This design comes from an exercise in tuning for small area, a short achievable clock period and few clock cycles per item on the open sky130 flow, not from production work. In this exercise RTL edits were held to simulation tests only and were not proved equivalent to the original. Power is estimated from default activity; no workload was simulated.

==> design/flow/design.v <==
package skf_pkg;
  localparam int unsigned SampleW  = 16;
  localparam int unsigned EstW     = 32;
  localparam int unsigned CovW     = 32;
  localparam int unsigned FracW    = 24;
  localparam int unsigned CfgIdxW  = 2;
  localparam int unsigned CfgDataW = 32;
  localparam logic [CfgIdxW-1:0] CFG_PROCESS_NOISE      = 2'd0;
  localparam logic [CfgIdxW-1:0] CFG_MEASUREMENT_NOISE  = 2'd1;
  localparam logic [CfgIdxW-1:0] CFG_INITIAL_COVARIANCE = 2'd2;
  localparam logic [CovW-1:0] ProcessNoiseRst      = 32'd16777;
  localparam logic [CovW-1:0] MeasurementNoiseRst  = 32'd9110028;
  localparam logic [CovW-1:0] InitialCovarianceRst = 32'd335544;
endpackage
module skf_bk32 (
  input  logic [31:0] a,
  input  logic [31:0] b,
  input  logic ci,
  output logic [31:0] s,
  output logic co
);
  logic [31:0] p0, g0;
  assign p0 = a ^ b;
  assign g0 = a & b;
  logic gc0;
  assign gc0 = g0[0] | (p0[0] & ci);
  logic gg1, pp1;
  assign gg1 = g0[1] | (p0[1] & gc0);
  assign pp1 = p0[1] & p0[0];
  logic gg2, pp2;
  assign gg2 = g0[3] | (p0[3] & g0[2]);
  assign pp2 = p0[3] & p0[2];
  logic gg3, pp3;
  assign gg3 = g0[5] | (p0[5] & g0[4]);
  assign pp3 = p0[5] & p0[4];
  logic gg4, pp4;
  assign gg4 = g0[7] | (p0[7] & g0[6]);
  assign pp4 = p0[7] & p0[6];
  logic gg5, pp5;
  assign gg5 = g0[9] | (p0[9] & g0[8]);
  assign pp5 = p0[9] & p0[8];
  logic gg6, pp6;
  assign gg6 = g0[11] | (p0[11] & g0[10]);
  assign pp6 = p0[11] & p0[10];
  logic gg7, pp7;
  assign gg7 = g0[13] | (p0[13] & g0[12]);
  assign pp7 = p0[13] & p0[12];
  logic gg8, pp8;
  assign gg8 = g0[15] | (p0[15] & g0[14]);
  assign pp8 = p0[15] & p0[14];
  logic gg9, pp9;
  assign gg9 = g0[17] | (p0[17] & g0[16]);
  assign pp9 = p0[17] & p0[16];
  logic gg10, pp10;
  assign gg10 = g0[19] | (p0[19] & g0[18]);
  assign pp10 = p0[19] & p0[18];
  logic gg11, pp11;
  assign gg11 = g0[21] | (p0[21] & g0[20]);
  assign pp11 = p0[21] & p0[20];
  logic gg12, pp12;
  assign gg12 = g0[23] | (p0[23] & g0[22]);
  assign pp12 = p0[23] & p0[22];
  logic gg13, pp13;
  assign gg13 = g0[25] | (p0[25] & g0[24]);
  assign pp13 = p0[25] & p0[24];
  logic gg14, pp14;
  assign gg14 = g0[27] | (p0[27] & g0[26]);
  assign pp14 = p0[27] & p0[26];
  logic gg15, pp15;
  assign gg15 = g0[29] | (p0[29] & g0[28]);
  assign pp15 = p0[29] & p0[28];
  logic gg16, pp16;
  assign gg16 = g0[31] | (p0[31] & g0[30]);
  assign pp16 = p0[31] & p0[30];
  logic gg17, pp17;
  assign gg17 = gg2 | (pp2 & gg1);
  assign pp17 = pp2 & pp1;
  logic gg18, pp18;
  assign gg18 = gg4 | (pp4 & gg3);
  assign pp18 = pp4 & pp3;
  logic gg19, pp19;
  assign gg19 = gg6 | (pp6 & gg5);
  assign pp19 = pp6 & pp5;
  logic gg20, pp20;
  assign gg20 = gg8 | (pp8 & gg7);
  assign pp20 = pp8 & pp7;
  logic gg21, pp21;
  assign gg21 = gg10 | (pp10 & gg9);
  assign pp21 = pp10 & pp9;
  logic gg22, pp22;
  assign gg22 = gg12 | (pp12 & gg11);
  assign pp22 = pp12 & pp11;
  logic gg23, pp23;
  assign gg23 = gg14 | (pp14 & gg13);
  assign pp23 = pp14 & pp13;
  logic gg24, pp24;
  assign gg24 = gg16 | (pp16 & gg15);
  assign pp24 = pp16 & pp15;
  logic gg25, pp25;
  assign gg25 = gg18 | (pp18 & gg17);
  assign pp25 = pp18 & pp17;
  logic gg26, pp26;
  assign gg26 = gg20 | (pp20 & gg19);
  assign pp26 = pp20 & pp19;
  logic gg27, pp27;
  assign gg27 = gg22 | (pp22 & gg21);
  assign pp27 = pp22 & pp21;
  logic gg28, pp28;
  assign gg28 = gg24 | (pp24 & gg23);
  assign pp28 = pp24 & pp23;
  logic gg29, pp29;
  assign gg29 = gg26 | (pp26 & gg25);
  assign pp29 = pp26 & pp25;
  logic gg30, pp30;
  assign gg30 = gg28 | (pp28 & gg27);
  assign pp30 = pp28 & pp27;
  logic gg31, pp31;
  assign gg31 = gg30 | (pp30 & gg29);
  assign pp31 = pp30 & pp29;
  logic gg32, pp32;
  assign gg32 = gg27 | (pp27 & gg29);
  assign pp32 = pp27 & pp29;
  logic gg33, pp33;
  assign gg33 = gg19 | (pp19 & gg25);
  assign pp33 = pp19 & pp25;
  logic gg34, pp34;
  assign gg34 = gg21 | (pp21 & gg29);
  assign pp34 = pp21 & pp29;
  logic gg35, pp35;
  assign gg35 = gg23 | (pp23 & gg32);
  assign pp35 = pp23 & pp32;
  logic gg36, pp36;
  assign gg36 = gg3 | (pp3 & gg17);
  assign pp36 = pp3 & pp17;
  logic gg37, pp37;
  assign gg37 = gg5 | (pp5 & gg25);
  assign pp37 = pp5 & pp25;
  logic gg38, pp38;
  assign gg38 = gg7 | (pp7 & gg33);
  assign pp38 = pp7 & pp33;
  logic gg39, pp39;
  assign gg39 = gg9 | (pp9 & gg29);
  assign pp39 = pp9 & pp29;
  logic gg40, pp40;
  assign gg40 = gg11 | (pp11 & gg34);
  assign pp40 = pp11 & pp34;
  logic gg41, pp41;
  assign gg41 = gg13 | (pp13 & gg32);
  assign pp41 = pp13 & pp32;
  logic gg42, pp42;
  assign gg42 = gg15 | (pp15 & gg35);
  assign pp42 = pp15 & pp35;
  logic gg43, pp43;
  assign gg43 = g0[2] | (p0[2] & gg1);
  assign pp43 = p0[2] & pp1;
  logic gg44, pp44;
  assign gg44 = g0[4] | (p0[4] & gg17);
  assign pp44 = p0[4] & pp17;
  logic gg45, pp45;
  assign gg45 = g0[6] | (p0[6] & gg36);
  assign pp45 = p0[6] & pp36;
  logic gg46, pp46;
  assign gg46 = g0[8] | (p0[8] & gg25);
  assign pp46 = p0[8] & pp25;
  logic gg47, pp47;
  assign gg47 = g0[10] | (p0[10] & gg37);
  assign pp47 = p0[10] & pp37;
  logic gg48, pp48;
  assign gg48 = g0[12] | (p0[12] & gg33);
  assign pp48 = p0[12] & pp33;
  logic gg49, pp49;
  assign gg49 = g0[14] | (p0[14] & gg38);
  assign pp49 = p0[14] & pp38;
  logic gg50, pp50;
  assign gg50 = g0[16] | (p0[16] & gg29);
  assign pp50 = p0[16] & pp29;
  logic gg51, pp51;
  assign gg51 = g0[18] | (p0[18] & gg39);
  assign pp51 = p0[18] & pp39;
  logic gg52, pp52;
  assign gg52 = g0[20] | (p0[20] & gg34);
  assign pp52 = p0[20] & pp34;
  logic gg53, pp53;
  assign gg53 = g0[22] | (p0[22] & gg40);
  assign pp53 = p0[22] & pp40;
  logic gg54, pp54;
  assign gg54 = g0[24] | (p0[24] & gg32);
  assign pp54 = p0[24] & pp32;
  logic gg55, pp55;
  assign gg55 = g0[26] | (p0[26] & gg41);
  assign pp55 = p0[26] & pp41;
  logic gg56, pp56;
  assign gg56 = g0[28] | (p0[28] & gg35);
  assign pp56 = p0[28] & pp35;
  logic gg57, pp57;
  assign gg57 = g0[30] | (p0[30] & gg42);
  assign pp57 = p0[30] & pp42;
  logic [32:0] c;
  assign c[0] = ci;
  assign c[1] = gc0;
  assign c[2] = gg1;
  assign c[3] = gg43;
  assign c[4] = gg17;
  assign c[5] = gg44;
  assign c[6] = gg36;
  assign c[7] = gg45;
  assign c[8] = gg25;
  assign c[9] = gg46;
  assign c[10] = gg37;
  assign c[11] = gg47;
  assign c[12] = gg33;
  assign c[13] = gg48;
  assign c[14] = gg38;
  assign c[15] = gg49;
  assign c[16] = gg29;
  assign c[17] = gg50;
  assign c[18] = gg39;
  assign c[19] = gg51;
  assign c[20] = gg34;
  assign c[21] = gg52;
  assign c[22] = gg40;
  assign c[23] = gg53;
  assign c[24] = gg32;
  assign c[25] = gg54;
  assign c[26] = gg41;
  assign c[27] = gg55;
  assign c[28] = gg35;
  assign c[29] = gg56;
  assign c[30] = gg42;
  assign c[31] = gg57;
  assign c[32] = gg31;
  assign s  = p0 ^ c[31:0];
  assign co = c[32];
endmodule
module skf_bk34 (
  input  logic [33:0] a,
  input  logic [33:0] b,
  input  logic ci,
  output logic [33:0] s,
  output logic co
);
  logic [33:0] p0, g0;
  assign p0 = a ^ b;
  assign g0 = a & b;
  logic gc0;
  assign gc0 = g0[0] | (p0[0] & ci);
  logic gg1, pp1;
  assign gg1 = g0[1] | (p0[1] & gc0);
  assign pp1 = p0[1] & p0[0];
  logic gg2, pp2;
  assign gg2 = g0[3] | (p0[3] & g0[2]);
  assign pp2 = p0[3] & p0[2];
  logic gg3, pp3;
  assign gg3 = g0[5] | (p0[5] & g0[4]);
  assign pp3 = p0[5] & p0[4];
  logic gg4, pp4;
  assign gg4 = g0[7] | (p0[7] & g0[6]);
  assign pp4 = p0[7] & p0[6];
  logic gg5, pp5;
  assign gg5 = g0[9] | (p0[9] & g0[8]);
  assign pp5 = p0[9] & p0[8];
  logic gg6, pp6;
  assign gg6 = g0[11] | (p0[11] & g0[10]);
  assign pp6 = p0[11] & p0[10];
  logic gg7, pp7;
  assign gg7 = g0[13] | (p0[13] & g0[12]);
  assign pp7 = p0[13] & p0[12];
  logic gg8, pp8;
  assign gg8 = g0[15] | (p0[15] & g0[14]);
  assign pp8 = p0[15] & p0[14];
  logic gg9, pp9;
  assign gg9 = g0[17] | (p0[17] & g0[16]);
  assign pp9 = p0[17] & p0[16];
  logic gg10, pp10;
  assign gg10 = g0[19] | (p0[19] & g0[18]);
  assign pp10 = p0[19] & p0[18];
  logic gg11, pp11;
  assign gg11 = g0[21] | (p0[21] & g0[20]);
  assign pp11 = p0[21] & p0[20];
  logic gg12, pp12;
  assign gg12 = g0[23] | (p0[23] & g0[22]);
  assign pp12 = p0[23] & p0[22];
  logic gg13, pp13;
  assign gg13 = g0[25] | (p0[25] & g0[24]);
  assign pp13 = p0[25] & p0[24];
  logic gg14, pp14;
  assign gg14 = g0[27] | (p0[27] & g0[26]);
  assign pp14 = p0[27] & p0[26];
  logic gg15, pp15;
  assign gg15 = g0[29] | (p0[29] & g0[28]);
  assign pp15 = p0[29] & p0[28];
  logic gg16, pp16;
  assign gg16 = g0[31] | (p0[31] & g0[30]);
  assign pp16 = p0[31] & p0[30];
  logic gg17, pp17;
  assign gg17 = g0[33] | (p0[33] & g0[32]);
  assign pp17 = p0[33] & p0[32];
  logic gg18, pp18;
  assign gg18 = gg2 | (pp2 & gg1);
  assign pp18 = pp2 & pp1;
  logic gg19, pp19;
  assign gg19 = gg4 | (pp4 & gg3);
  assign pp19 = pp4 & pp3;
  logic gg20, pp20;
  assign gg20 = gg6 | (pp6 & gg5);
  assign pp20 = pp6 & pp5;
  logic gg21, pp21;
  assign gg21 = gg8 | (pp8 & gg7);
  assign pp21 = pp8 & pp7;
  logic gg22, pp22;
  assign gg22 = gg10 | (pp10 & gg9);
  assign pp22 = pp10 & pp9;
  logic gg23, pp23;
  assign gg23 = gg12 | (pp12 & gg11);
  assign pp23 = pp12 & pp11;
  logic gg24, pp24;
  assign gg24 = gg14 | (pp14 & gg13);
  assign pp24 = pp14 & pp13;
  logic gg25, pp25;
  assign gg25 = gg16 | (pp16 & gg15);
  assign pp25 = pp16 & pp15;
  logic gg26, pp26;
  assign gg26 = gg19 | (pp19 & gg18);
  assign pp26 = pp19 & pp18;
  logic gg27, pp27;
  assign gg27 = gg21 | (pp21 & gg20);
  assign pp27 = pp21 & pp20;
  logic gg28, pp28;
  assign gg28 = gg23 | (pp23 & gg22);
  assign pp28 = pp23 & pp22;
  logic gg29, pp29;
  assign gg29 = gg25 | (pp25 & gg24);
  assign pp29 = pp25 & pp24;
  logic gg30, pp30;
  assign gg30 = gg27 | (pp27 & gg26);
  assign pp30 = pp27 & pp26;
  logic gg31, pp31;
  assign gg31 = gg29 | (pp29 & gg28);
  assign pp31 = pp29 & pp28;
  logic gg32, pp32;
  assign gg32 = gg31 | (pp31 & gg30);
  assign pp32 = pp31 & pp30;
  logic gg33, pp33;
  assign gg33 = gg28 | (pp28 & gg30);
  assign pp33 = pp28 & pp30;
  logic gg34, pp34;
  assign gg34 = gg20 | (pp20 & gg26);
  assign pp34 = pp20 & pp26;
  logic gg35, pp35;
  assign gg35 = gg22 | (pp22 & gg30);
  assign pp35 = pp22 & pp30;
  logic gg36, pp36;
  assign gg36 = gg24 | (pp24 & gg33);
  assign pp36 = pp24 & pp33;
  logic gg37, pp37;
  assign gg37 = gg3 | (pp3 & gg18);
  assign pp37 = pp3 & pp18;
  logic gg38, pp38;
  assign gg38 = gg5 | (pp5 & gg26);
  assign pp38 = pp5 & pp26;
  logic gg39, pp39;
  assign gg39 = gg7 | (pp7 & gg34);
  assign pp39 = pp7 & pp34;
  logic gg40, pp40;
  assign gg40 = gg9 | (pp9 & gg30);
  assign pp40 = pp9 & pp30;
  logic gg41, pp41;
  assign gg41 = gg11 | (pp11 & gg35);
  assign pp41 = pp11 & pp35;
  logic gg42, pp42;
  assign gg42 = gg13 | (pp13 & gg33);
  assign pp42 = pp13 & pp33;
  logic gg43, pp43;
  assign gg43 = gg15 | (pp15 & gg36);
  assign pp43 = pp15 & pp36;
  logic gg44, pp44;
  assign gg44 = gg17 | (pp17 & gg32);
  assign pp44 = pp17 & pp32;
  logic gg45, pp45;
  assign gg45 = g0[2] | (p0[2] & gg1);
  assign pp45 = p0[2] & pp1;
  logic gg46, pp46;
  assign gg46 = g0[4] | (p0[4] & gg18);
  assign pp46 = p0[4] & pp18;
  logic gg47, pp47;
  assign gg47 = g0[6] | (p0[6] & gg37);
  assign pp47 = p0[6] & pp37;
  logic gg48, pp48;
  assign gg48 = g0[8] | (p0[8] & gg26);
  assign pp48 = p0[8] & pp26;
  logic gg49, pp49;
  assign gg49 = g0[10] | (p0[10] & gg38);
  assign pp49 = p0[10] & pp38;
  logic gg50, pp50;
  assign gg50 = g0[12] | (p0[12] & gg34);
  assign pp50 = p0[12] & pp34;
  logic gg51, pp51;
  assign gg51 = g0[14] | (p0[14] & gg39);
  assign pp51 = p0[14] & pp39;
  logic gg52, pp52;
  assign gg52 = g0[16] | (p0[16] & gg30);
  assign pp52 = p0[16] & pp30;
  logic gg53, pp53;
  assign gg53 = g0[18] | (p0[18] & gg40);
  assign pp53 = p0[18] & pp40;
  logic gg54, pp54;
  assign gg54 = g0[20] | (p0[20] & gg35);
  assign pp54 = p0[20] & pp35;
  logic gg55, pp55;
  assign gg55 = g0[22] | (p0[22] & gg41);
  assign pp55 = p0[22] & pp41;
  logic gg56, pp56;
  assign gg56 = g0[24] | (p0[24] & gg33);
  assign pp56 = p0[24] & pp33;
  logic gg57, pp57;
  assign gg57 = g0[26] | (p0[26] & gg42);
  assign pp57 = p0[26] & pp42;
  logic gg58, pp58;
  assign gg58 = g0[28] | (p0[28] & gg36);
  assign pp58 = p0[28] & pp36;
  logic gg59, pp59;
  assign gg59 = g0[30] | (p0[30] & gg43);
  assign pp59 = p0[30] & pp43;
  logic gg60, pp60;
  assign gg60 = g0[32] | (p0[32] & gg32);
  assign pp60 = p0[32] & pp32;
  logic [34:0] c;
  assign c[0] = ci;
  assign c[1] = gc0;
  assign c[2] = gg1;
  assign c[3] = gg45;
  assign c[4] = gg18;
  assign c[5] = gg46;
  assign c[6] = gg37;
  assign c[7] = gg47;
  assign c[8] = gg26;
  assign c[9] = gg48;
  assign c[10] = gg38;
  assign c[11] = gg49;
  assign c[12] = gg34;
  assign c[13] = gg50;
  assign c[14] = gg39;
  assign c[15] = gg51;
  assign c[16] = gg30;
  assign c[17] = gg52;
  assign c[18] = gg40;
  assign c[19] = gg53;
  assign c[20] = gg35;
  assign c[21] = gg54;
  assign c[22] = gg41;
  assign c[23] = gg55;
  assign c[24] = gg33;
  assign c[25] = gg56;
  assign c[26] = gg42;
  assign c[27] = gg57;
  assign c[28] = gg36;
  assign c[29] = gg58;
  assign c[30] = gg43;
  assign c[31] = gg59;
  assign c[32] = gg32;
  assign c[33] = gg60;
  assign c[34] = gg44;
  assign s  = p0 ^ c[33:0];
  assign co = c[34];
endmodule
module skf_bk35 (
  input  logic [34:0] a,
  input  logic [34:0] b,
  input  logic ci,
  output logic [34:0] s,
  output logic co
);
  logic [34:0] p0, g0;
  assign p0 = a ^ b;
  assign g0 = a & b;
  logic gc0;
  assign gc0 = g0[0] | (p0[0] & ci);
  logic gg1, pp1;
  assign gg1 = g0[1] | (p0[1] & gc0);
  assign pp1 = p0[1] & p0[0];
  logic gg2, pp2;
  assign gg2 = g0[3] | (p0[3] & g0[2]);
  assign pp2 = p0[3] & p0[2];
  logic gg3, pp3;
  assign gg3 = g0[5] | (p0[5] & g0[4]);
  assign pp3 = p0[5] & p0[4];
  logic gg4, pp4;
  assign gg4 = g0[7] | (p0[7] & g0[6]);
  assign pp4 = p0[7] & p0[6];
  logic gg5, pp5;
  assign gg5 = g0[9] | (p0[9] & g0[8]);
  assign pp5 = p0[9] & p0[8];
  logic gg6, pp6;
  assign gg6 = g0[11] | (p0[11] & g0[10]);
  assign pp6 = p0[11] & p0[10];
  logic gg7, pp7;
  assign gg7 = g0[13] | (p0[13] & g0[12]);
  assign pp7 = p0[13] & p0[12];
  logic gg8, pp8;
  assign gg8 = g0[15] | (p0[15] & g0[14]);
  assign pp8 = p0[15] & p0[14];
  logic gg9, pp9;
  assign gg9 = g0[17] | (p0[17] & g0[16]);
  assign pp9 = p0[17] & p0[16];
  logic gg10, pp10;
  assign gg10 = g0[19] | (p0[19] & g0[18]);
  assign pp10 = p0[19] & p0[18];
  logic gg11, pp11;
  assign gg11 = g0[21] | (p0[21] & g0[20]);
  assign pp11 = p0[21] & p0[20];
  logic gg12, pp12;
  assign gg12 = g0[23] | (p0[23] & g0[22]);
  assign pp12 = p0[23] & p0[22];
  logic gg13, pp13;
  assign gg13 = g0[25] | (p0[25] & g0[24]);
  assign pp13 = p0[25] & p0[24];
  logic gg14, pp14;
  assign gg14 = g0[27] | (p0[27] & g0[26]);
  assign pp14 = p0[27] & p0[26];
  logic gg15, pp15;
  assign gg15 = g0[29] | (p0[29] & g0[28]);
  assign pp15 = p0[29] & p0[28];
  logic gg16, pp16;
  assign gg16 = g0[31] | (p0[31] & g0[30]);
  assign pp16 = p0[31] & p0[30];
  logic gg17, pp17;
  assign gg17 = g0[33] | (p0[33] & g0[32]);
  assign pp17 = p0[33] & p0[32];
  logic gg18, pp18;
  assign gg18 = gg2 | (pp2 & gg1);
  assign pp18 = pp2 & pp1;
  logic gg19, pp19;
  assign gg19 = gg4 | (pp4 & gg3);
  assign pp19 = pp4 & pp3;
  logic gg20, pp20;
  assign gg20 = gg6 | (pp6 & gg5);
  assign pp20 = pp6 & pp5;
  logic gg21, pp21;
  assign gg21 = gg8 | (pp8 & gg7);
  assign pp21 = pp8 & pp7;
  logic gg22, pp22;
  assign gg22 = gg10 | (pp10 & gg9);
  assign pp22 = pp10 & pp9;
  logic gg23, pp23;
  assign gg23 = gg12 | (pp12 & gg11);
  assign pp23 = pp12 & pp11;
  logic gg24, pp24;
  assign gg24 = gg14 | (pp14 & gg13);
  assign pp24 = pp14 & pp13;
  logic gg25, pp25;
  assign gg25 = gg16 | (pp16 & gg15);
  assign pp25 = pp16 & pp15;
  logic gg26, pp26;
  assign gg26 = gg19 | (pp19 & gg18);
  assign pp26 = pp19 & pp18;
  logic gg27, pp27;
  assign gg27 = gg21 | (pp21 & gg20);
  assign pp27 = pp21 & pp20;
  logic gg28, pp28;
  assign gg28 = gg23 | (pp23 & gg22);
  assign pp28 = pp23 & pp22;
  logic gg29, pp29;
  assign gg29 = gg25 | (pp25 & gg24);
  assign pp29 = pp25 & pp24;
  logic gg30, pp30;
  assign gg30 = gg27 | (pp27 & gg26);
  assign pp30 = pp27 & pp26;
  logic gg31, pp31;
  assign gg31 = gg29 | (pp29 & gg28);
  assign pp31 = pp29 & pp28;
  logic gg32, pp32;
  assign gg32 = gg31 | (pp31 & gg30);
  assign pp32 = pp31 & pp30;
  logic gg33, pp33;
  assign gg33 = gg28 | (pp28 & gg30);
  assign pp33 = pp28 & pp30;
  logic gg34, pp34;
  assign gg34 = gg20 | (pp20 & gg26);
  assign pp34 = pp20 & pp26;
  logic gg35, pp35;
  assign gg35 = gg22 | (pp22 & gg30);
  assign pp35 = pp22 & pp30;
  logic gg36, pp36;
  assign gg36 = gg24 | (pp24 & gg33);
  assign pp36 = pp24 & pp33;
  logic gg37, pp37;
  assign gg37 = gg3 | (pp3 & gg18);
  assign pp37 = pp3 & pp18;
  logic gg38, pp38;
  assign gg38 = gg5 | (pp5 & gg26);
  assign pp38 = pp5 & pp26;
  logic gg39, pp39;
  assign gg39 = gg7 | (pp7 & gg34);
  assign pp39 = pp7 & pp34;
  logic gg40, pp40;
  assign gg40 = gg9 | (pp9 & gg30);
  assign pp40 = pp9 & pp30;
  logic gg41, pp41;
  assign gg41 = gg11 | (pp11 & gg35);
  assign pp41 = pp11 & pp35;
  logic gg42, pp42;
  assign gg42 = gg13 | (pp13 & gg33);
  assign pp42 = pp13 & pp33;
  logic gg43, pp43;
  assign gg43 = gg15 | (pp15 & gg36);
  assign pp43 = pp15 & pp36;
  logic gg44, pp44;
  assign gg44 = gg17 | (pp17 & gg32);
  assign pp44 = pp17 & pp32;
  logic gg45, pp45;
  assign gg45 = g0[2] | (p0[2] & gg1);
  assign pp45 = p0[2] & pp1;
  logic gg46, pp46;
  assign gg46 = g0[4] | (p0[4] & gg18);
  assign pp46 = p0[4] & pp18;
  logic gg47, pp47;
  assign gg47 = g0[6] | (p0[6] & gg37);
  assign pp47 = p0[6] & pp37;
  logic gg48, pp48;
  assign gg48 = g0[8] | (p0[8] & gg26);
  assign pp48 = p0[8] & pp26;
  logic gg49, pp49;
  assign gg49 = g0[10] | (p0[10] & gg38);
  assign pp49 = p0[10] & pp38;
  logic gg50, pp50;
  assign gg50 = g0[12] | (p0[12] & gg34);
  assign pp50 = p0[12] & pp34;
  logic gg51, pp51;
  assign gg51 = g0[14] | (p0[14] & gg39);
  assign pp51 = p0[14] & pp39;
  logic gg52, pp52;
  assign gg52 = g0[16] | (p0[16] & gg30);
  assign pp52 = p0[16] & pp30;
  logic gg53, pp53;
  assign gg53 = g0[18] | (p0[18] & gg40);
  assign pp53 = p0[18] & pp40;
  logic gg54, pp54;
  assign gg54 = g0[20] | (p0[20] & gg35);
  assign pp54 = p0[20] & pp35;
  logic gg55, pp55;
  assign gg55 = g0[22] | (p0[22] & gg41);
  assign pp55 = p0[22] & pp41;
  logic gg56, pp56;
  assign gg56 = g0[24] | (p0[24] & gg33);
  assign pp56 = p0[24] & pp33;
  logic gg57, pp57;
  assign gg57 = g0[26] | (p0[26] & gg42);
  assign pp57 = p0[26] & pp42;
  logic gg58, pp58;
  assign gg58 = g0[28] | (p0[28] & gg36);
  assign pp58 = p0[28] & pp36;
  logic gg59, pp59;
  assign gg59 = g0[30] | (p0[30] & gg43);
  assign pp59 = p0[30] & pp43;
  logic gg60, pp60;
  assign gg60 = g0[32] | (p0[32] & gg32);
  assign pp60 = p0[32] & pp32;
  logic gg61, pp61;
  assign gg61 = g0[34] | (p0[34] & gg44);
  assign pp61 = p0[34] & pp44;
  logic [35:0] c;
  assign c[0] = ci;
  assign c[1] = gc0;
  assign c[2] = gg1;
  assign c[3] = gg45;
  assign c[4] = gg18;
  assign c[5] = gg46;
  assign c[6] = gg37;
  assign c[7] = gg47;
  assign c[8] = gg26;
  assign c[9] = gg48;
  assign c[10] = gg38;
  assign c[11] = gg49;
  assign c[12] = gg34;
  assign c[13] = gg50;
  assign c[14] = gg39;
  assign c[15] = gg51;
  assign c[16] = gg30;
  assign c[17] = gg52;
  assign c[18] = gg40;
  assign c[19] = gg53;
  assign c[20] = gg35;
  assign c[21] = gg54;
  assign c[22] = gg41;
  assign c[23] = gg55;
  assign c[24] = gg33;
  assign c[25] = gg56;
  assign c[26] = gg42;
  assign c[27] = gg57;
  assign c[28] = gg36;
  assign c[29] = gg58;
  assign c[30] = gg43;
  assign c[31] = gg59;
  assign c[32] = gg32;
  assign c[33] = gg60;
  assign c[34] = gg44;
  assign c[35] = gg61;
  assign s  = p0 ^ c[34:0];
  assign co = c[35];
endmodule
module skf_bk36 (
  input  logic [35:0] a,
  input  logic [35:0] b,
  input  logic ci,
  output logic [35:0] s,
  output logic co
);
  logic [35:0] p0, g0;
  assign p0 = a ^ b;
  assign g0 = a & b;
  logic gc0;
  assign gc0 = g0[0] | (p0[0] & ci);
  logic gg1, pp1;
  assign gg1 = g0[1] | (p0[1] & gc0);
  assign pp1 = p0[1] & p0[0];
  logic gg2, pp2;
  assign gg2 = g0[3] | (p0[3] & g0[2]);
  assign pp2 = p0[3] & p0[2];
  logic gg3, pp3;
  assign gg3 = g0[5] | (p0[5] & g0[4]);
  assign pp3 = p0[5] & p0[4];
  logic gg4, pp4;
  assign gg4 = g0[7] | (p0[7] & g0[6]);
  assign pp4 = p0[7] & p0[6];
  logic gg5, pp5;
  assign gg5 = g0[9] | (p0[9] & g0[8]);
  assign pp5 = p0[9] & p0[8];
  logic gg6, pp6;
  assign gg6 = g0[11] | (p0[11] & g0[10]);
  assign pp6 = p0[11] & p0[10];
  logic gg7, pp7;
  assign gg7 = g0[13] | (p0[13] & g0[12]);
  assign pp7 = p0[13] & p0[12];
  logic gg8, pp8;
  assign gg8 = g0[15] | (p0[15] & g0[14]);
  assign pp8 = p0[15] & p0[14];
  logic gg9, pp9;
  assign gg9 = g0[17] | (p0[17] & g0[16]);
  assign pp9 = p0[17] & p0[16];
  logic gg10, pp10;
  assign gg10 = g0[19] | (p0[19] & g0[18]);
  assign pp10 = p0[19] & p0[18];
  logic gg11, pp11;
  assign gg11 = g0[21] | (p0[21] & g0[20]);
  assign pp11 = p0[21] & p0[20];
  logic gg12, pp12;
  assign gg12 = g0[23] | (p0[23] & g0[22]);
  assign pp12 = p0[23] & p0[22];
  logic gg13, pp13;
  assign gg13 = g0[25] | (p0[25] & g0[24]);
  assign pp13 = p0[25] & p0[24];
  logic gg14, pp14;
  assign gg14 = g0[27] | (p0[27] & g0[26]);
  assign pp14 = p0[27] & p0[26];
  logic gg15, pp15;
  assign gg15 = g0[29] | (p0[29] & g0[28]);
  assign pp15 = p0[29] & p0[28];
  logic gg16, pp16;
  assign gg16 = g0[31] | (p0[31] & g0[30]);
  assign pp16 = p0[31] & p0[30];
  logic gg17, pp17;
  assign gg17 = g0[33] | (p0[33] & g0[32]);
  assign pp17 = p0[33] & p0[32];
  logic gg18, pp18;
  assign gg18 = g0[35] | (p0[35] & g0[34]);
  assign pp18 = p0[35] & p0[34];
  logic gg19, pp19;
  assign gg19 = gg2 | (pp2 & gg1);
  assign pp19 = pp2 & pp1;
  logic gg20, pp20;
  assign gg20 = gg4 | (pp4 & gg3);
  assign pp20 = pp4 & pp3;
  logic gg21, pp21;
  assign gg21 = gg6 | (pp6 & gg5);
  assign pp21 = pp6 & pp5;
  logic gg22, pp22;
  assign gg22 = gg8 | (pp8 & gg7);
  assign pp22 = pp8 & pp7;
  logic gg23, pp23;
  assign gg23 = gg10 | (pp10 & gg9);
  assign pp23 = pp10 & pp9;
  logic gg24, pp24;
  assign gg24 = gg12 | (pp12 & gg11);
  assign pp24 = pp12 & pp11;
  logic gg25, pp25;
  assign gg25 = gg14 | (pp14 & gg13);
  assign pp25 = pp14 & pp13;
  logic gg26, pp26;
  assign gg26 = gg16 | (pp16 & gg15);
  assign pp26 = pp16 & pp15;
  logic gg27, pp27;
  assign gg27 = gg18 | (pp18 & gg17);
  assign pp27 = pp18 & pp17;
  logic gg28, pp28;
  assign gg28 = gg20 | (pp20 & gg19);
  assign pp28 = pp20 & pp19;
  logic gg29, pp29;
  assign gg29 = gg22 | (pp22 & gg21);
  assign pp29 = pp22 & pp21;
  logic gg30, pp30;
  assign gg30 = gg24 | (pp24 & gg23);
  assign pp30 = pp24 & pp23;
  logic gg31, pp31;
  assign gg31 = gg26 | (pp26 & gg25);
  assign pp31 = pp26 & pp25;
  logic gg32, pp32;
  assign gg32 = gg29 | (pp29 & gg28);
  assign pp32 = pp29 & pp28;
  logic gg33, pp33;
  assign gg33 = gg31 | (pp31 & gg30);
  assign pp33 = pp31 & pp30;
  logic gg34, pp34;
  assign gg34 = gg33 | (pp33 & gg32);
  assign pp34 = pp33 & pp32;
  logic gg35, pp35;
  assign gg35 = gg30 | (pp30 & gg32);
  assign pp35 = pp30 & pp32;
  logic gg36, pp36;
  assign gg36 = gg21 | (pp21 & gg28);
  assign pp36 = pp21 & pp28;
  logic gg37, pp37;
  assign gg37 = gg23 | (pp23 & gg32);
  assign pp37 = pp23 & pp32;
  logic gg38, pp38;
  assign gg38 = gg25 | (pp25 & gg35);
  assign pp38 = pp25 & pp35;
  logic gg39, pp39;
  assign gg39 = gg27 | (pp27 & gg34);
  assign pp39 = pp27 & pp34;
  logic gg40, pp40;
  assign gg40 = gg3 | (pp3 & gg19);
  assign pp40 = pp3 & pp19;
  logic gg41, pp41;
  assign gg41 = gg5 | (pp5 & gg28);
  assign pp41 = pp5 & pp28;
  logic gg42, pp42;
  assign gg42 = gg7 | (pp7 & gg36);
  assign pp42 = pp7 & pp36;
  logic gg43, pp43;
  assign gg43 = gg9 | (pp9 & gg32);
  assign pp43 = pp9 & pp32;
  logic gg44, pp44;
  assign gg44 = gg11 | (pp11 & gg37);
  assign pp44 = pp11 & pp37;
  logic gg45, pp45;
  assign gg45 = gg13 | (pp13 & gg35);
  assign pp45 = pp13 & pp35;
  logic gg46, pp46;
  assign gg46 = gg15 | (pp15 & gg38);
  assign pp46 = pp15 & pp38;
  logic gg47, pp47;
  assign gg47 = gg17 | (pp17 & gg34);
  assign pp47 = pp17 & pp34;
  logic gg48, pp48;
  assign gg48 = g0[2] | (p0[2] & gg1);
  assign pp48 = p0[2] & pp1;
  logic gg49, pp49;
  assign gg49 = g0[4] | (p0[4] & gg19);
  assign pp49 = p0[4] & pp19;
  logic gg50, pp50;
  assign gg50 = g0[6] | (p0[6] & gg40);
  assign pp50 = p0[6] & pp40;
  logic gg51, pp51;
  assign gg51 = g0[8] | (p0[8] & gg28);
  assign pp51 = p0[8] & pp28;
  logic gg52, pp52;
  assign gg52 = g0[10] | (p0[10] & gg41);
  assign pp52 = p0[10] & pp41;
  logic gg53, pp53;
  assign gg53 = g0[12] | (p0[12] & gg36);
  assign pp53 = p0[12] & pp36;
  logic gg54, pp54;
  assign gg54 = g0[14] | (p0[14] & gg42);
  assign pp54 = p0[14] & pp42;
  logic gg55, pp55;
  assign gg55 = g0[16] | (p0[16] & gg32);
  assign pp55 = p0[16] & pp32;
  logic gg56, pp56;
  assign gg56 = g0[18] | (p0[18] & gg43);
  assign pp56 = p0[18] & pp43;
  logic gg57, pp57;
  assign gg57 = g0[20] | (p0[20] & gg37);
  assign pp57 = p0[20] & pp37;
  logic gg58, pp58;
  assign gg58 = g0[22] | (p0[22] & gg44);
  assign pp58 = p0[22] & pp44;
  logic gg59, pp59;
  assign gg59 = g0[24] | (p0[24] & gg35);
  assign pp59 = p0[24] & pp35;
  logic gg60, pp60;
  assign gg60 = g0[26] | (p0[26] & gg45);
  assign pp60 = p0[26] & pp45;
  logic gg61, pp61;
  assign gg61 = g0[28] | (p0[28] & gg38);
  assign pp61 = p0[28] & pp38;
  logic gg62, pp62;
  assign gg62 = g0[30] | (p0[30] & gg46);
  assign pp62 = p0[30] & pp46;
  logic gg63, pp63;
  assign gg63 = g0[32] | (p0[32] & gg34);
  assign pp63 = p0[32] & pp34;
  logic gg64, pp64;
  assign gg64 = g0[34] | (p0[34] & gg47);
  assign pp64 = p0[34] & pp47;
  logic [36:0] c;
  assign c[0] = ci;
  assign c[1] = gc0;
  assign c[2] = gg1;
  assign c[3] = gg48;
  assign c[4] = gg19;
  assign c[5] = gg49;
  assign c[6] = gg40;
  assign c[7] = gg50;
  assign c[8] = gg28;
  assign c[9] = gg51;
  assign c[10] = gg41;
  assign c[11] = gg52;
  assign c[12] = gg36;
  assign c[13] = gg53;
  assign c[14] = gg42;
  assign c[15] = gg54;
  assign c[16] = gg32;
  assign c[17] = gg55;
  assign c[18] = gg43;
  assign c[19] = gg56;
  assign c[20] = gg37;
  assign c[21] = gg57;
  assign c[22] = gg44;
  assign c[23] = gg58;
  assign c[24] = gg35;
  assign c[25] = gg59;
  assign c[26] = gg45;
  assign c[27] = gg60;
  assign c[28] = gg38;
  assign c[29] = gg61;
  assign c[30] = gg46;
  assign c[31] = gg62;
  assign c[32] = gg34;
  assign c[33] = gg63;
  assign c[34] = gg47;
  assign c[35] = gg64;
  assign c[36] = gg39;
  assign s  = p0 ^ c[35:0];
  assign co = c[36];
endmodule
module scalar_kalman_filter (
  input  logic                          clk_i,
  input  logic                          rst_ni,
  input  logic                          sample_valid_i,
  output logic                          sample_ready_o,
  input  logic [skf_pkg::SampleW-1:0]   sample_i,
  output logic                          estimate_valid_o,
  input  logic                          estimate_ready_i,
  output logic [skf_pkg::EstW-1:0]      estimate_o,
  input  logic                          cfg_valid_i,
  output logic                          cfg_ready_o,
  input  logic [skf_pkg::CfgIdxW-1:0]   cfg_index_i,
  input  logic [skf_pkg::CfgDataW-1:0]  cfg_data_i
);
  logic [31:0] q_q, r_q, p_q;
  logic [31:0] x_q;
  logic        out_valid_q;
  logic        bvalid_q;
  logic [15:0] b_q;
  localparam int S_IDLE = 0, S_DEN = 1, S_DIV = 2, S_ACC = 3, S_FIN = 4;
  logic [4:0]  pst_q;
  logic [3:0]  pcnt_q;
  logic [31:0] pp_q, den_q, rem_q;
  logic [24:0] qr_q;
  logic [55:0] a_q;
  logic        zero_q, sticky_q;
  logic        qvalid_q;    
  logic        conv_q;      
  logic        chk_q;       
  localparam logic [1:0] X_IDLE = 2'd0, X_MUL = 2'd1, X_FIN = 2'd2;
  logic [1:0]  xst_q;
  logic [2:0]  xcnt_q;
  logic [32:0] d_q;
  logic [24:0] kx_q;
  logic [5:0]  bsel_q;      
  logic        first_q;
  logic        xfin_q;      
  logic [32:0] acc_q;
  logic [3:0]  lo_q;
  logic [33:0] alu_a, alu_b, alu_s;
  logic [31:0] alu_sat;
  logic        alu_ci;
  assign alu_a  = pst_q[S_IDLE] ? {2'b00, p_q} : {2'b00, pp_q};
  assign alu_b  = ({34{pst_q[S_IDLE]}} & {2'b00, q_q}) |
                  ({34{pst_q[S_DEN]}}  & {2'b00, r_q}) |
                  ({34{pst_q[S_FIN]}}  & ~{2'b00, a_q[55:24]});
  assign alu_ci = pst_q[S_FIN] & !sticky_q;
  assign alu_s  = alu_a + alu_b + {33'd0, alu_ci};
  assign alu_sat = alu_s[32] ? 32'hFFFF_FFFF : alu_s[31:0];
  logic int_bit, zero_n;
  assign zero_n  = (pp_q == 32'd0) && (r_q == 32'd0);
  assign int_bit = ((r_q == 32'd0) || (pp_q == 32'hFFFF_FFFF)) && !zero_n;
  logic peq, start;
  assign peq   = chk_q && (den_q == p_q);
  assign start = pst_q[S_IDLE] && bvalid_q && !qvalid_q && !conv_q && !peq;
  logic [33:0] rem4;
  logic [34:0] s1, s2, s3, t_x, t_y, t_z, t_s, t_c;
  logic [35:0] t_sum;
  logic [1:0]  qd;
  logic [31:0] rem_n;
  assign rem4  = {rem_q, 2'b00};
  skf_bk35 u_s1 (.a({1'b0, rem4}), .b(~{3'b000, den_q}), .ci(1'b1), .s(s1), .co());
  skf_bk35 u_s2 (.a({1'b0, rem4}), .b(~{2'b00, den_q, 1'b0}), .ci(1'b1), .s(s2), .co());
  assign t_x   = {1'b0, rem4};
  assign t_y   = ~{2'b00, den_q, 1'b0};
  assign t_z   = ~{3'b000, den_q};
  assign t_s   = t_x ^ t_y ^ t_z;
  assign t_c   = (t_x & t_y) | (t_x & t_z) | (t_y & t_z);
  skf_bk36 u_s3 (.a({t_s, 1'b1}), .b({t_c[33:0], 2'b11}), .ci(1'b0), .s(t_sum), .co());
  assign s3    = t_sum[35:1];
  always_comb begin
    if (zero_q)        begin qd = 2'd0; rem_n = rem4[31:0]; end
    else if (!s3[34])  begin qd = 2'd3; rem_n = s3[31:0];   end
    else if (!s2[34])  begin qd = 2'd2; rem_n = s2[31:0];   end
    else if (!s1[34])  begin qd = 2'd1; rem_n = s1[31:0];   end
    else               begin qd = 2'd0; rem_n = rem4[31:0]; end
  end
  logic [34:0] ax, ay, az, as_, ac;
  logic [35:0] alo;
  logic [20:0] aup, aup_inc;
  logic [55:0] a_n;
  assign ax  = {a_q[32:0], 2'b00};
  assign ay  = qr_q[1] ? {2'b00, pp_q, 1'b0} : 35'd0;
  assign az  = qr_q[0] ? {3'b000, pp_q} : 35'd0;
  assign as_ = ax ^ ay ^ az;
  assign ac  = (ax & ay) | (ax & az) | (ay & az);
  skf_bk36 u_alo (.a({1'b0, as_}), .b({ac, 1'b0}), .ci(1'b0), .s(alo), .co());
  assign aup_inc = a_q[53:33] + 21'd1;
  assign aup = alo[35] ? aup_inc : a_q[53:33];
  assign a_n = {aup, alo[34:0]};
  logic        kready, fin_ok, dload;
  logic [32:0] r33;
  logic [32:0] dl_a, dl_b, dl_c, dl_s, dl_cy;
  logic [33:0] dl_sum;
  logic [31:0] x_n;
  assign kready = qvalid_q || conv_q;
  assign fin_ok = !out_valid_q || estimate_ready_i;
  assign dload  = bvalid_q && kready &&
                  ((xst_q == X_IDLE) || (xfin_q && fin_ok));
  assign r33 = xfin_q ? {acc_q[28:0], lo_q} : 33'd0;
  assign dl_a  = {b_q[15], b_q, 16'h0000};
  assign dl_b  = ~{x_q[31], x_q};
  assign dl_c  = ~r33;
  assign dl_s  = dl_a ^ dl_b ^ dl_c;
  assign dl_cy = (dl_a & dl_b) | (dl_a & dl_c) | (dl_b & dl_c);
  skf_bk34 u_dadd (.a({dl_s, 1'b1}), .b({dl_cy[31:0], 1'b1, 1'b1}), .ci(1'b0),
                   .s(dl_sum), .co());
  skf_bk32 u_xadd (.a(x_q), .b({acc_q[27:0], lo_q}), .ci(1'b0), .s(x_n), .co());
  function automatic logic [5:0] booth2(input logic [3:0] k, input logic km1);
    logic a_neg, a_one, a_two, b_neg, b_one, b_two;
    a_neg = k[1] && !(k[0] && km1);
    a_one = k[0] ^ km1;
    a_two = (k[1] && !k[0] && !km1) || (!k[1] && k[0] && km1);
    b_neg = k[3] && !(k[2] && k[1]);
    b_one = k[2] ^ k[1];
    b_two = (k[3] && !k[2] && !k[1]) || (!k[3] && k[2] && k[1]);
    booth2 = {b_neg, b_two, b_one, a_neg, a_two, a_one};
  endfunction
  logic        a_neg, a_one, a_two, b_neg, b_one, b_two;
  logic [36:0] d37, pa, pb, m_x, m_y, m_z, m_s, m_c;
  logic [37:0] m_sum;
  always_comb begin
    {b_neg, b_two, b_one, a_neg, a_two, a_one} = bsel_q;
    d37   = {{4{d_q[32]}}, d_q};
    pa    = ({37{a_one}} & d37) | ({37{a_two}} & {d37[35:0], 1'b0});
    pa    = pa ^ {37{a_neg}};
    pb    = ({37{b_one}} & d37) | ({37{b_two}} & {d37[35:0], 1'b0});
    pb    = pb ^ {37{b_neg}};
    m_x   = first_q ? 37'd0 : {{4{acc_q[32]}}, acc_q};
    m_y   = pa;
    m_z   = {pb[34:0], b_neg, b_neg};    
    m_s   = m_x ^ m_y ^ m_z;
    m_c   = {(m_x[35:0] & m_y[35:0]) | (m_x[35:0] & m_z[35:0]) | (m_y[35:0] & m_z[35:0]), a_neg};
    m_sum = {m_s, 1'b1} + {m_c, b_neg};
  end
  always_ff @(posedge clk_i or negedge rst_ni) begin
    if (!rst_ni) begin
      q_q         <= skf_pkg::ProcessNoiseRst;
      r_q         <= skf_pkg::MeasurementNoiseRst;
      p_q         <= skf_pkg::InitialCovarianceRst;
      x_q         <= '0;
      out_valid_q <= 1'b0;
      bvalid_q    <= 1'b0;
      pst_q       <= 5'b00001;
      pcnt_q      <= '0;
      qvalid_q    <= 1'b0;
      conv_q      <= 1'b0;
      chk_q       <= 1'b0;
      xst_q       <= X_IDLE;
      xfin_q      <= 1'b0;
      xcnt_q      <= '0;
    end else begin
      if (sample_valid_i && !bvalid_q) bvalid_q <= 1'b1;
      else if (dload)                  bvalid_q <= 1'b0;
      chk_q <= pst_q[S_FIN];
      if (peq) conv_q <= 1'b1;
      if (start) pst_q <= 5'b00010;
      if (pst_q[S_DEN]) begin
        pst_q  <= 5'b00100;
        pcnt_q <= '0;
      end
      if (pst_q[S_DIV]) begin
        pcnt_q <= pcnt_q + 4'd1;
        if (pcnt_q == 4'd11) begin
          pst_q    <= 5'b01000;
          qvalid_q <= 1'b1;
        end
      end
      if (pst_q[S_ACC]) pst_q <= 5'b10000;
      if (pst_q[S_FIN]) begin
        pst_q <= 5'b00001;
        p_q   <= alu_s[31:0];
      end
      if (dload && !(pst_q[S_DIV] && pcnt_q == 4'd11)) qvalid_q <= 1'b0;
      unique case (xst_q)
        X_IDLE: if (dload) begin xst_q <= X_MUL; xcnt_q <= '0; end
        X_MUL: begin
          xcnt_q <= xcnt_q + 3'd1;
          if (xcnt_q == 3'd6) begin
            xst_q  <= X_FIN;
            xfin_q <= 1'b1;
          end
        end
        X_FIN: if (fin_ok) begin
          xfin_q <= 1'b0;
          x_q    <= x_n;
          xst_q  <= dload ? X_MUL : X_IDLE;
          xcnt_q <= '0;
        end
        default: xst_q <= X_IDLE;
      endcase
      if (xst_q == X_FIN && fin_ok) out_valid_q <= 1'b1;
      else if (estimate_ready_i)     out_valid_q <= 1'b0;
      if (cfg_valid_i) begin
        unique case (cfg_index_i)
          skf_pkg::CFG_PROCESS_NOISE:      q_q <= cfg_data_i;
          skf_pkg::CFG_MEASUREMENT_NOISE:  r_q <= cfg_data_i;
          skf_pkg::CFG_INITIAL_COVARIANCE: p_q <= cfg_data_i;
          default: ;
        endcase
        if (cfg_index_i != 2'd3) begin
          conv_q   <= 1'b0;
          qvalid_q <= 1'b0;
        end
      end
    end
  end
  always_ff @(posedge clk_i) begin
    if (sample_valid_i && !bvalid_q) b_q <= sample_i;
    if (pst_q[S_IDLE]) pp_q <= alu_sat;
    if (pst_q[S_DEN]) begin
      den_q  <= alu_sat;
      zero_q <= zero_n;
    end else if (pst_q[S_FIN]) begin
      den_q  <= p_q;
    end
    if (pst_q[S_DEN])      rem_q <= int_bit ? 32'd0 : pp_q;
    else if (pst_q[S_DIV]) rem_q <= rem_n;
    if (pst_q[S_DEN])      qr_q <= {24'd0, int_bit};
    else if (pst_q[S_DIV]) qr_q <= {qr_q[22:0], qd};
    a_q <= pst_q[S_DEN] ? 56'd0 : a_n;
    sticky_q <= (a_n[23:0] != 24'd0);
    first_q <= dload;
    if (dload) begin
      d_q    <= dl_sum[33:1];
      kx_q   <= qr_q;
      bsel_q <= booth2(qr_q[3:0], 1'b0);
    end else begin
      kx_q   <= {4'd0, kx_q[24:4]};
      bsel_q <= booth2(kx_q[7:4], kx_q[3]);
    end
    if (xst_q == X_MUL) begin
      acc_q <= m_sum[37:5];
      lo_q  <= m_sum[4:1];
    end
  end
  assign sample_ready_o   = !bvalid_q;
  assign cfg_ready_o      = 1'b1;
  assign estimate_valid_o = out_valid_q;
  assign estimate_o       = x_q;
endmodule
==> design/flow/run.sh <==
#!/bin/bash
# synth_recipe.tcl (not shown) runs the flow's synth.tcl, then flattens the netlist and writes it again
# the make line also repeats each setting of config.mk as NAME=value (left out here)
make -C /OpenROAD-flow-scripts/flow DESIGN_CONFIG=/design/flow/config.mk WORK_HOME=/design/flow/orfs CLKGATE_MAP_FILE= SYNTH_SCRIPT=/design/flow/synth_recipe.tcl finish
==> design/flow/config.mk <==
export PLATFORM = sky130hd
export DESIGN_NAME = scalar_kalman_filter
export DESIGN_NICKNAME = scalar_kalman_filter
export VERILOG_FILES = /design/flow/design.v
export SDC_FILE = /design/flow/constraint.sdc
export NUM_CORES = 4
export LEC_CHECK = 0
export ABC_AREA = 1
export CAP_MARGIN = 20
export CORE_MARGIN = 2
export CORE_UTILIZATION = 40
export SLEW_MARGIN = 20
==> design/flow/constraint.sdc <==
create_clock -name core_clock -period 5.0 [get_ports {clk_i}]
set_input_delay 1.0000 -clock core_clock [delete_from_list [all_inputs] [get_ports {clk_i}]]
set_output_delay 1.0000 -clock core_clock [all_outputs]
set_load 0.01 [all_outputs]
==> flow_metrics.py, run 1 <==
metrics = {
    "placed_design": {
        "dpl.hpwl_um": 81700,
        "dp.cells": 5666,
        "io_buffer_count": 88,
        "place_area_um2": 38300,
        "preCtsSetupSlack_ns": 0.352,
        "routabilityCongestion": 0.955,
    },
    "sta": {
        "setup_slack_ns": 0.498,
        "finalCritPeriodShare": 0.900,
        "drv_slew": 0,
        "slew_headroom": 0.341,
        "skew_ns": 0.0371,
        "final_hold_viol_count": 0,
        "fin_hold_ws_ns": 0.384,
        "max_freq_ghz": 0.222,
        "worstMarginPinSlew_ns": 0.983,
        "fin_crit_ns": 4.50,
        "setup_violations": 0,
        "fin_tns_setup_ns": 0,
    },
    "global_route": {
        "grt_pass1_vias": 29200,
        "antenna_found_initial": 0,
        "grt_use_total": 0.228,
        "globalRouteOverflowTotal": 0,
        "grt_max_degree": 80,
        "grt_pass1_wl_um": 167000,
    },
    "worst_setup_path": {
        "crit_fanout": 18,
        "arrival_ns": 5.04,
        "crit_type": "register to register",
        "worstPathRequired_ns": 5.54,
        "cp-start-kind": "register",
        "end_kind": "register",
    },
    "floorplan": {
        "coreArea_um2": 89700,
        "die-area_um2": 92700,
        "rows": 110,
        "initial_core_util": 0.403,
        "die_w_um": 305,
        "ios": 90,
        "chipHeight_um": 305,
    },
    "drt": {
        "wirelength_um": 105000,
        "dr.pass1.iters": 6,
        "via_per_inst": 5.18,
        "drt_iter0_drc": 2138,
        "drc": 0,
        "num_vias": 29900,
        "antenna_left": 0,
        "wl_per_cell_um": 18.3,
    },
    "power_and_ir_drop": {
        "p_sw_frac": 0.352,
        "seq_power_share": 0.358,
        "switchingPower_mw": 4.79,
        "pwr-share-clk": 0.294,
        "power_density_nw_per_um2": 339,
        "ir_drop_mv": 0.252,
        "p_comb_frac": 0.348,
        "p_int_mw": 8.81,
        "total_power_mw": 13.6,
        "p_leak_nw": 19.9,
    },
    "final_layout": {
        "finalNonFillerCells": 5767,
        "multi_input_area_um2": 21600,
        "num_antenna_cells": 0,
        "seq_area_um2": 11500,
        "final_util": 0.447,
        "synthToLayoutAreaGrowth_pct": 11.0,
        "drive_gt1_frac": 0.0560,
        "n_fill_cell": 9030,
        "fin_area_um2": 40100,
        "nets": 5087,
    },
    "clock_tree": {
        "cts.sinks": 442,
        "clk_latency_ns": 0.66,
        "clk_pin_slew_ns": 0.06,
        "cts_tree": "done",
        "cts_made_buffers": 53,
        "htreeDepth": 2,
        "cts_root_buf": "clkbuf_16",
        "postCtsSetupBuffers": 0,
        "postCtsResizedCells": 0,
        "holdBufCountCts": 0,
        "clockBufferDepth": 3,
    },
    "yosys": {
        "synth-seq-cells": 442,
        "synth.distinct_cells": 66,
        "async_reset_ff_frac": 0.335,
        "syn-instance-count": 4485,
        "synth_area_um2": 36100,
        "ys.flop_type": "edfxtp_1",
        "synth_seq_area_share": 0.317,
        "yosysWarnings": 1,
        "syn_nets": 5026,
        "synth_edf_count": 184,
        "syn_avg_cell_area_um2": 8.06,
    },
    "outcome": {
        "status": "timing/DRC/antenna clean",
    },
    "worst_hold_path": {
        "worst_hold_path_type": "input port to async pin",
    },
    "flow_run": {
        "cap_violations": 0,
    },
}
-- cells in the final DEF, fill, tap and decap left out, types with 22 or more instances in the layout --
master	n
a21oi_1	225
a31oi_1	26
buf_4	58
clkbuf_16	57
clkdlybuf4s50_1	87
dfrtp_1	124
dfstp_2	22
dfxtp_1	108
edfxtp_1	184
fa_1	206
ha_1	280
inv_1	640
nand2_1	1067
nand2_4	27
nand3_1	174
nand4_1	39
nor2_1	328
nor3_1	36
nor4_1	22
o211ai_1	33
o21ai_0	267
o21ai_1	44
o22ai_1	79
xnor2_1	76
xor2_1	164
-- worst max-delay path: stages (launching register included) --
cell and delay [ns]:
edfxtp_1 0.43, buf_12 0.18, buf_4 0.20, nand2_1 0.07
inv_1 0.06, fa_1 0.46, ha_1 0.36, a21oi_1 0.11
o21ai_0 0.23, nand2_1 0.08, nand4_1 0.26, a21o_1 0.23
nand3_1 0.08, nand2_1 0.07, ha_1 0.29, nand2_1 0.15
nor2_1 0.15, nand3_1 0.13, nor2_1 0.14, nand3_1 0.10
nor2_1 0.13, nand2_1 0.09, nor3_1 0.20, nand2_1 0.08
nand2_1 0.06, nor2_1 0.04
-- state kept, by name (all words and copies together) (netlist names), 25 cells and up --
signal	cells
d_q	33
p_q	32
den_q	32
x_q	32
q_q	32
acc_q	33
rem_q	32
r_q	32
qr_q	25
a_q	56
pp_q	32
-- power groups by stage --
stage	sequential [mW]	clock, mW	combinational, mW
after global placement	4.94	0	4.63
final	4.88	3.99	4.74
after CTS	4.88	4.08	4.78
after floorplan	4.86	0	3.37
after detailed placement	4.95	0	4.74
after global routing	4.94	4.21	5.50
-- area by class of cell --
type,count,area share
multi-input combinational,3247,0.538
sequential,442,0.286
inverter,652,0.0610
clock buffer,77,0.0392
tap,1176,0.0367
timing repair buffer,150,0.0348
clock inverter,23,0.00483
-- cell usage after synthesis (all sizes together) (4+ instances only) --
cell,number,area [um^2]
a2bb2oi,5,43.8
nor2,335,1260
a22oi,7,52.6
a21oi,232,1210
nor3b,4,35.0
o21bai,17,128
o221ai,5,43.8
a31o,5,43.8
inv,652,2450
o31ai,4,30.0
o211ai,33,248
fa,206,4120
xor2,164,1440
nor4,22,138
a21o,17,128
xnor2,77,682
o2111ai,5,43.8
nor3,38,200
dfxtp,110,2200
ha,280,3500
and3,5,31.3
a31oi,26,163
a211oi,4,30.0
nand3b,6,45.0
dfstp,23,604
o21a,9,67.6
nand2,1110,4430
a21boi,4,30.0
o21ai,319,1630
clkbuf,90,338
buf,53,352
nand4,39,244
o22ai,79,494
dfrtp,125,3130
edfxtp,184,5530
nand3,175,888
-- layer usage --
metal	GRT usage	part of all wire	vias to the layer above
met3	0.0344	0.061	123
met5	0	0	-
met2	0.354	0.44	829
li1	-	-	14800
met1	0.331	0.48	14200
met4	0.0621	0.026	0
-- kinds of logic (layout without fill, tap and decap cells) --
group,after synthesis,count (layout),synth area share
adders and majority gates,486,486,0.211
AOI/OAI and AO/OA,780,780,0.124
DFF,442,442,0.317
xor gates and xnor gates,241,241,0.0586
and+or+nand+nor,1739,1739,0.202
other,1,1,0.000104
buffers and inverters,796,902,0.0871
-- path summary, 6_finish.rpt --
| path | cells after the start | to | startpoint | slack (ns) |
|---|---|---|---|---|
| worst max-delay path | 25 | a_q[53] | qr_q[0] | 0.50 |
| worst min-delay path | 1 | x_q[19] | rst_ni | 0.38 |
| worst max register to register | 25 | a_q[53] | qr_q[0] | 0.50 |
| worst min register to register | 2 | kx_q[12] | kx_q[16] | 0.42 |
| max in group asynchronous | 2 | r_q[2] | rst_ni | 3.53 |
| min in group core_clock | 2 | kx_q[12] | kx_q[16] | 0.42 |
Testbench counts, summed over its fixed seeds: cycles 53,024, items 4,800.
==> run 2, diff against run 1 <==
--- a/design/flow/design.v
+++ b/design/flow/design.v
@@ -977,11 +977,11 @@
   logic [2:0]  xcnt_q;
   logic [32:0] d_q;
   logic [24:0] kx_q;
-  logic [5:0]  bsel_q;      
+  logic [14:0] bsel_q;      
   logic        first_q;
   logic        xfin_q;      
   logic [32:0] acc_q;
-  logic [3:0]  lo_q;
+  logic [5:0]  lo_q;
   logic [33:0] alu_a, alu_b, alu_s;
   logic [31:0] alu_sat;
   logic        alu_ci;
@@ -1042,7 +1042,7 @@
   assign fin_ok = !out_valid_q || estimate_ready_i;
   assign dload  = bvalid_q && kready &&
                   ((xst_q == X_IDLE) || (xfin_q && fin_ok));
-  assign r33 = xfin_q ? {acc_q[28:0], lo_q} : 33'd0;
+  assign r33 = xfin_q ? {acc_q[26:0], lo_q} : 33'd0;
   assign dl_a  = {b_q[15], b_q, 16'h0000};
   assign dl_b  = ~{x_q[31], x_q};
   assign dl_c  = ~r33;
@@ -1050,33 +1050,41 @@
   assign dl_cy = (dl_a & dl_b) | (dl_a & dl_c) | (dl_b & dl_c);
   skf_bk34 u_dadd (.a({dl_s, 1'b1}), .b({dl_cy[31:0], 1'b1, 1'b1}), .ci(1'b0),
                    .s(dl_sum), .co());
-  skf_bk32 u_xadd (.a(x_q), .b({acc_q[27:0], lo_q}), .ci(1'b0), .s(x_n), .co());
-  function automatic logic [5:0] booth2(input logic [3:0] k, input logic km1);
-    logic a_neg, a_one, a_two, b_neg, b_one, b_two;
-    a_neg = k[1] && !(k[0] && km1);
-    a_one = k[0] ^ km1;
-    a_two = (k[1] && !k[0] && !km1) || (!k[1] && k[0] && km1);
-    b_neg = k[3] && !(k[2] && k[1]);
-    b_one = k[2] ^ k[1];
-    b_two = (k[3] && !k[2] && !k[1]) || (!k[3] && k[2] && k[1]);
-    booth2 = {b_neg, b_two, b_one, a_neg, a_two, a_one};
+  skf_bk32 u_xadd (.a(x_q), .b({acc_q[25:0], lo_q}), .ci(1'b0), .s(x_n), .co());
+  function automatic logic [14:0] booth5(input logic [9:0] k, input logic km1);
+    logic [10:0] kk;
+    kk = {k, km1};
+    for (int i = 0; i < 5; i++) begin
+      booth5[3*i+2] = kk[2*i+2] && !(kk[2*i+1] && kk[2*i]);
+      booth5[3*i+1] = (kk[2*i+2] && !kk[2*i+1] && !kk[2*i]) ||
+                      (!kk[2*i+2] && kk[2*i+1] && kk[2*i]);
+      booth5[3*i]   = kk[2*i+1] ^ kk[2*i];
+    end
   endfunction
-  logic        a_neg, a_one, a_two, b_neg, b_one, b_two;
-  logic [36:0] d37, pa, pb, m_x, m_y, m_z, m_s, m_c;
-  logic [37:0] m_sum;
+  localparam int MW = 44;
+  logic [MW-1:0] dw, pp [5];
+  logic [4:0]    pneg;
+  logic [MW-1:0] m_acc, l1s, l1c, l2s, l2c, l3s, l3c, l4s, l4c;
+  logic [MW:0]   m_sum;
   always_comb begin
-    {b_neg, b_two, b_one, a_neg, a_two, a_one} = bsel_q;
-    d37   = {{4{d_q[32]}}, d_q};
-    pa    = ({37{a_one}} & d37) | ({37{a_two}} & {d37[35:0], 1'b0});
-    pa    = pa ^ {37{a_neg}};
-    pb    = ({37{b_one}} & d37) | ({37{b_two}} & {d37[35:0], 1'b0});
-    pb    = pb ^ {37{b_neg}};
-    m_x   = first_q ? 37'd0 : {{4{acc_q[32]}}, acc_q};
-    m_y   = pa;
-    m_z   = {pb[34:0], b_neg, b_neg};    
-    m_s   = m_x ^ m_y ^ m_z;
-    m_c   = {(m_x[35:0] & m_y[35:0]) | (m_x[35:0] & m_z[35:0]) | (m_y[35:0] & m_z[35:0]), a_neg};
-    m_sum = {m_s, 1'b1} + {m_c, b_neg};
+    dw = {{(MW-33){d_q[32]}}, d_q};
+    for (int i = 0; i < 5; i++) begin
+      logic [MW-1:0] m;
+      m = ({MW{bsel_q[3*i]}} & dw) | ({MW{bsel_q[3*i+1]}} & {dw[MW-2:0], 1'b0});
+      m = m ^ {MW{bsel_q[3*i+2]}};
+      pneg[i] = bsel_q[3*i+2];
+      pp[i] = (m << (2*i)) | ({MW{pneg[i]}} & ((MW'(1) << (2*i)) - MW'(1)));
+    end
+    m_acc = first_q ? '0 : {{(MW-33){acc_q[32]}}, acc_q};
+    l1s = m_acc ^ pp[0] ^ pp[1];
+    l1c = {((m_acc & pp[0]) | (m_acc & pp[1]) | (pp[0] & pp[1])), pneg[0]};
+    l2s = pp[2] ^ pp[3] ^ pp[4];
+    l2c = {((pp[2] & pp[3]) | (pp[2] & pp[4]) | (pp[3] & pp[4])), pneg[1]};
+    l3s = l1s ^ l1c ^ l2s;
+    l3c = {((l1s & l1c) | (l1s & l2s) | (l1c & l2s)), pneg[2]};
+    l4s = l3s ^ l3c ^ l2c;
+    l4c = {((l3s & l3c) | (l3s & l2c) | (l3c & l2c)), pneg[3]};
+    m_sum = {l4s, 1'b1} + {l4c, pneg[4]};
   end
   always_ff @(posedge clk_i or negedge rst_ni) begin
     if (!rst_ni) begin
@@ -1121,7 +1129,7 @@
         X_IDLE: if (dload) begin xst_q <= X_MUL; xcnt_q <= '0; end
         X_MUL: begin
           xcnt_q <= xcnt_q + 3'd1;
-          if (xcnt_q == 3'd6) begin
+          if (xcnt_q == 3'd2) begin
             xst_q  <= X_FIN;
             xfin_q <= 1'b1;
           end
@@ -1169,14 +1177,14 @@
     if (dload) begin
       d_q    <= dl_sum[33:1];
       kx_q   <= qr_q;
-      bsel_q <= booth2(qr_q[3:0], 1'b0);
+      bsel_q <= booth5(qr_q[9:0], 1'b0);
     end else begin
-      kx_q   <= {4'd0, kx_q[24:4]};
-      bsel_q <= booth2(kx_q[7:4], kx_q[3]);
+      kx_q   <= {10'd0, kx_q[24:10]};
+      bsel_q <= booth5(kx_q[19:10], kx_q[9]);
     end
     if (xst_q == X_MUL) begin
-      acc_q <= m_sum[37:5];
-      lo_q  <= m_sum[4:1];
+      acc_q <= m_sum[43:11];
+      lo_q  <= m_sum[10:5];
     end
   end
   assign sample_ready_o   = !bvalid_q;
==> run 2 against run 1 <==
Against the previous run: still clean on timing, DRC and antenna; power down 4.5%; via count rose by 16%; hold slack improved by 0.0037 ns; largest cell class unchanged.
==> flow_metrics.py, run 2 <==
metrics = {
    "outcome": {
        "status": "timing/DRC/antenna clean",
    },
    "placed_design": {
        "preCtsSetupSlack_ns": 0.150,
        "routabilityCongestion": 0.954,
        "place_area_um2": 43800,
        "io_buffer_count": 88,
    },
    "global_route": {
        "grt_pass1_wl_um": 198000,
        "grt_use_total": 0.245,
        "globalRouteOverflowTotal": 0,
        "antenna_found_initial": 0,
    },
    "final_layout": {
        "mostFrequentLayoutCells": "nand2_1 (1016), inv_1 (772), nor2_1 (342)",
        "final_util": 0.453,
        "drive_gt1_frac": 0.0636,
        "nets": 5768,
        "num_antenna_cells": 0,
        "largest_register_ffs": 56,
        "top_regs": "a_q (56), acc_q (33), d_q (33)",
        "fin_area_um2": 46100,
        "synthToLayoutAreaGrowth_pct": 12.4,
    },
    "worst_hold_path": {
        "worst_hold_path_type": "input port to async pin",
    },
    "worst_setup_path": {
        "rr_startpoint": "bsel_q[0]",
        "worstPathRequired_ns": 5.53,
        "arrival_ns": 5.29,
        "critPathMaxStageDelay_ns": 0.49,
        "critPathMostFrequentCell": "inv_1",
        "critPathBufInv": 6,
        "crit_type": "register to register",
        "crit_family": "adder cells",
        "cp-start-kind": "register",
        "critPathSlowestCell": "fa_1",
    },
    "clock_tree": {
        "clockBufferDepth": 3,
        "cts_root_buf": "clkbuf_16",
        "clk_pin_slew_ns": 0.06,
        "htreeDepth": 2,
        "clk_latency_ns": 0.71,
        "cts.sinks": 447,
    },
    "sta": {
        "max_freq_ghz": 0.210,
        "fin_hold_ws_ns": 0.387,
        "setup_slack_ns": 0.236,
        "finalCritPeriodShare": 0.953,
        "final_hold_viol_count": 0,
        "setup_violations": 0,
        "drv_slew": 0,
    },
    "floorplan": {
        "coreArea_um2": 102000,
        "die_w_um": 324,
        "die-area_um2": 105000,
        "chipHeight_um": 324,
    },
    "yosys": {
        "ys.flop_type": "edfxtp_1",
        "syn_nets": 5690,
        "synth_top_family_by_area": "adder cells",
        "synthTopCellsByArea": "fa_1 (16%), edfxtp_1 (14%), nand2_1 (9.3%)",
        "yosysWarnings": 2,
        "synthXorXnorAreaFrac": 0.0735,
        "synth-seq-cells": 447,
        "synth_most_common_cell": "nand2_1",
        "yosys.area_share.simple": 0.169,
        "synth_seq_area_share": 0.283,
        "syn_avg_cell_area_um2": 8.17,
        "synth.mux.area_fraction": 0,
        "yosys.area.top_type": "fa_1",
        "async_reset_ff_frac": 0.331,
        "syn-instance-count": 5015,
        "synth_common_cells": "nand2_1 (1017), inv_1 (776), nor2_1 (353)",
        "synth_area_um2": 41000,
    },
    "power_and_ir_drop": {
        "total_power_mw": 13.0,
        "p_leak_nw": 21.9,
        "power_density_nw_per_um2": 282,
    },
    "drt": {
        "num_vias": 34700,
        "wirelength_um": 128000,
        "dr.pass1.iters": 9,
        "antenna_left": 0,
    },
    "flow_run": {
        "cap_violations": 0,
    },
}
==> run 2: layer usage <==
layer | share of wire | track usage | up-vias
li1 | - | - | 16500
met1 | 0.45 | 0.349 | 16800
met2 | 0.44 | 0.384 | 1223
met3 | 0.073 | 0.0360 | 189
met4 | 0.029 | 0.0699 | 0
met5 | 0 | 0 | -
==> run 2: kinds of logic (layout without fill, tap and decap cells) <==
family / count (synthesis) / in the layout
compound gates: 930 / 930
xor+xnor: 344 / 344
fa+ha+maj: 620 / 620
buf+inv: 987 / 1114
flops: 447 / 447
other cells: 1 / 1
simple gates: 1686 / 1686
==> run 2: metrics by stage <==
stage,cells,setup TNS (ns)
2_1_floorplan,5015,0
3_3_place_gp,6398,0
3_5_place_dp,6398,0
4_1_cts,6506,0
5_1_grt,6510,-0.0526
6_report,6510,0
==> run 2: area by class of cell <==
cell class | instances | area, um^2
fill | 9998 | 55700
multi-input combinational | 3581 | 25700
sequential | 447 | 11600
inverter | 816 | 3080
timing repair buffer | 190 | 1870
tap | 1368 | 1710
clock buffer | 70 | 1610
clock inverter | 38 | 468
==> run 2: timing repair <==
item,CTS,global route
buffers inserted,0,4
endpoints found under the setup margin,0,13
resized for setup,0,39
==> run 2: path summary, 6_finish.rpt <==
kind / endpoint / slack, ns / cells past startpoint
max in group asynchronous: xcnt_q[2] / 3.57 / 2
setup reg to reg: acc_q[30] / 0.24 / 18
hold / removal: q_q[4] / 0.39 / 1
setup / recovery: acc_q[30] / 0.24 / 18
hold reg to reg: kx_q[24] / 0.42 / 2
min in group core_clock: kx_q[24] / 0.42 / 2
==> run 2: report_power, final <==
| part | total, mW | internal [mW] | switching (mW) |
|---|---|---|---|
| clock network | 4.55 | 2.67 | 1.87 |
| logic | 3.80 | 1.57 | 2.23 |
| registers | 4.65 | 4.30 | 0.343 |
Testbench counts of run 2, summed over its fixed seeds: cycles 41,068, items 4,800.

-- afterwards: timing with drivers on the ports --
The flow's constraints put no driver on any port. The routed layouts listed below were extracted and timed again, unchanged, in two steps. Step 1 (the two cells are an assumption about what drives the block):
set clk [get_ports {clk_i}]
set_driving_cell -lib_cell sky130_fd_sc_hd__clkbuf_16 $clk
set_driving_cell -lib_cell sky130_fd_sc_hd__buf_2 [delete_from_list [all_inputs] $clk]
Step 2 times the ports against the registers' clock, not the clock port: input delays grow and output delays shrink by t, the midpoint of the rising clock arrivals with the driver on. Slacks: ideal ports / drivers / drivers and shift; pairs: ideal ports / drivers.
| run | t (ns) | setup WS [ns] | worst setup path after step 2 | slew at the worst register clock pin (ns) |
|---|---|---|---|---|
| run 1 | 0.711 | 0.498 / 0.498 / 0.498 | register to register | 0.06 / 0.06 |
| run 2 | 0.748 | 0.236 / 0.236 / 0.236 | register to register | 0.07 / 0.07 |
After both steps setup and hold are still met in every run listed.
